This design comes from an exercise in tuning for small area, a short achievable clock period and few clock cycles per item on the open sky130 flow, not from production work. Only simulation tests tie the RTL to the original design; equivalence was not proved. No activity file was given, so power comes from the tool's default toggle rates.

==> flow/design.v (excerpt) <==
module foreign_pfx_decoder #(
  parameter int unsigned WIN_BYTES = 8,
  parameter int unsigned TBL_WORDS = 16
) (
  input  logic                   clk,
  input  logic                   rst,
  input  logic                   is64,
  input  logic                   in_valid,
  output logic                   in_ready,
  input  logic [8*WIN_BYTES-1:0] in_bytes,
  input  logic                   flush,
  input  logic                   tbl_we,
  input  logic [3:0]             tbl_waddr,
  input  logic [63:0]            tbl_wdata,
  output logic                   out_valid,
  input  logic                   out_ready,
  output logic [7:0]             out_opcode,
  output logic [1:0]             out_map,
  output logic [1:0]             out_rep,
  output logic                   out_lock,
  output logic                   out_asz,
  output logic [4:0]             out_rex,
  output logic [3:0]             out_len,
  output logic [7:0]             out_modrm,
  output logic [7:0]             out_sib,
  output logic [5:0]             out_flags,
  output logic                   out_err
);
Size in the first run: roughly 1300 flip-flops, roughly 190 I/O pins, about 0.049 mm2 of cells after synthesis.
clock: 5.0 ns
lec_check: 0
abc_clock_period_in_ps: 1500
cap_margin: 20
core_margin: 2
core_utilization: 40
cts_cluster_diameter: 80
cts_cluster_size: 24
place_density: 0.75
setup_slack_margin: 2.6
slew_margin: 20
run.sh (not shown) runs the stock make flow with config.mk's settings and CLKGATE_MAP_FILE= SYNTH_SCRIPT=/design/flow/synth_recipe.tcl, a recipe that flattens the netlist after the stock synthesis.
Testbench counts at the start, summed over its fixed seeds: cycles 16,032, items 16,000.
==> next run, changes <==
--- a/flow/design.v
+++ b/flow/design.v
@@ -50,18 +50,19 @@
     end else if (en) begin
       v0  <= accept;
       v1  <= v0;
       v2  <= v1;
       ov  <= v2;
       nov <= !v2;
     end
   end
-  logic [7:0] pfx, e0, e1, ot, o0, o1, o2, o;
+  logic [7:0] pfx, e0, e1, ot, o0, o1, o2, o3, o;
   logic [8:0] run;
+  logic [1:0] map;
   assign run[0] = 1'b1;
   for (genvar k = 0; k < 8; k++) begin : g_scan
     logic [7:0] b;
     assign b = in_bytes[8*k +: 8];
     assign pfx[k] = (b == 8'h66) || (b == 8'hF2) || (b == 8'hF3) || (b == 8'hF0) ||
                     (b == 8'h67) || (b == 8'h2E) || (b == 8'h36) || (b == 8'h3E) ||
                     (b == 8'h26) || (b == 8'h64) || (b == 8'h65) ||
                     (is64 && (b[7:4] == 4'h4));
@@ -72,64 +73,57 @@
     assign o0[k]    = run[k] && ot[k];
     if (k >= 1) begin : g_o1
       assign o1[k] = run[k-1] && e0[k-1] && !e1[k];
     end else begin : g_no1
       assign o1[k] = 1'b0;
     end
     if (k >= 2) begin : g_o2
       assign o2[k] = run[k-2] && e0[k-2] && e1[k-1];
+      assign o3[k] = o2[k] && in_bytes[8*(k-1)+1];
     end else begin : g_no2
       assign o2[k] = 1'b0;
+      assign o3[k] = 1'b0;
     end
     assign o[k] = o0[k] || o1[k] || o2[k];
   end
+  assign map = {|o2, (|o1) || (|o3)};
   logic [63:0] r0_w;
   logic        r0_m64;
   logic [7:0]  r0_o, r0_pr;
+  logic [1:0]  r0_map;
   always_ff @(posedge clk) begin
     if (en) begin
       r0_w   <= in_bytes;
       r0_m64 <= is64;
       r0_o   <= o;
       r0_pr  <= run[8:1];
-    end
-  end
-  logic [7:0] rp1, rp2, rpv, lk, az, rxs, rsel, later, first, esc1, esc2, esc3;
+      r0_map <= map;
+    end
+  end
+  logic [7:0] rp1, rp2, rpv, lk, az, rxs, rsel, later, first;
   logic [7:0] bt [8];      
   logic [7:0] bt1 [8];     
   logic [7:0] bt2 [8];     
   logic [7:0] btp [4];     
   logic [7:0] lo1h [8];    
   logic [7:0] hi1h [8];    
   for (genvar k = 0; k < 8; k++) begin : g_sel
     logic [7:0] c;
     assign c = r0_w[8*k +: 8];
     assign rp1[k] = (c == 8'h66) || (c == 8'hF3);
     assign rp2[k] = (c == 8'hF2) || (c == 8'hF3);
     assign rpv[k] = rp1[k] || rp2[k];
     assign lk[k]  = c == 8'hF0;
     assign az[k]  = c == 8'h67;
-    if (k >= 1) begin : g_e1
-      assign esc1[k] = r0_o[k] && first[k-1];
-    end else begin : g_ne1
-      assign esc1[k] = 1'b0;
-    end
-    if (k >= 2) begin : g_e2
-      assign esc2[k] = r0_o[k] && first[k-2];
-      assign esc3[k] = esc2[k] && r0_w[8*(k-1)+1];
-    end else begin : g_ne2
-      assign esc2[k] = 1'b0;
-      assign esc3[k] = 1'b0;
-    end
     if (k >= 1) begin : g_rx
       assign first[k] = r0_pr[k-1] && !r0_pr[k];
       assign rxs[k]   = first[k] && r0_m64 && (r0_w[8*(k-1)+4 +: 4] == 4'h4);
     end else begin : g_nrx
-      assign first[k] = !r0_pr[0];
+      assign first[k] = 1'b0;
       assign rxs[k]   = 1'b0;
     end
     if (k < 7) begin : g_later
       assign later[k] = |(rsel[7:k+1]);
     end else begin : g_nlater
       assign later[k] = 1'b0;
     end
     for (genvar i = 0; i < 8; i++) begin : g_bits
@@ -184,17 +178,17 @@
   logic       r1_lock, r1_asz, r1_err;
   always_ff @(posedge clk) begin
     if (en) begin
       r1_opc_top <= d_opc_top;
       r1_opc_hi  <= d_opc_hi;
       r1_opc_lo  <= d_opc_lo;
       r1_modrm   <= d_modrm;
       r1_sib     <= d_sib;
-      r1_map     <= {|esc2, (|esc1) || (|esc3)};
+      r1_map     <= r0_map;
       r1_rep     <= d_rep;
       r1_rex     <= d_rex;
       r1_len     <= d_len;
       r1_lock    <= d_lock;
       r1_asz     <= d_asz;
       r1_err     <= d_err;
     end
   end
=>
- The changed run finished clean
- critical path depth decreases by 2
- combinational power decreases by about 9%
- wire length decreases by 1.4%
- area after synthesis hardly moves
- hold slack gets better by 0.031 ns
- design area decreases by 1.3%
- worst setup slack gets better by 0.14 ns
- power decreases by 0.63%
- via count barely changes
Testbench counts after the change, summed over its fixed seeds: cycles 16,032, items 16,000.

[static timing again, ports no longer ideal]
The flow's constraints put no driver on any port. The routed layouts listed below were extracted and timed again, unchanged, in two steps.
Step 1: set_driving_cell puts a clkbuf_16 on clk and a buf_2 on each other input, an assumption about the parent block.
Step 2 adds t to the input delays and takes it off the output delays; t is the mean of the earliest and latest rising clock arrival at the registers after step 1. Input paths then give back, and output paths get back, about the clock's delay inside the block.
Three values: ideal ports, drivers, drivers and shift; two values: the first two.
run	t (ns)	setup slack, ns	worst slew at a driven data input, ns	pins driven straight from the clock port
the first run	0.760	2.338 / 2.338 / 1.854	0.08	1
the second run	0.764	2.475 / 2.475 / 1.872	0.11	1
After both steps every run listed still meets setup and hold. For the second run, which loses most, drivers alone change the setup slack by 0.000 ns; drivers and shift together by -0.603 ns.
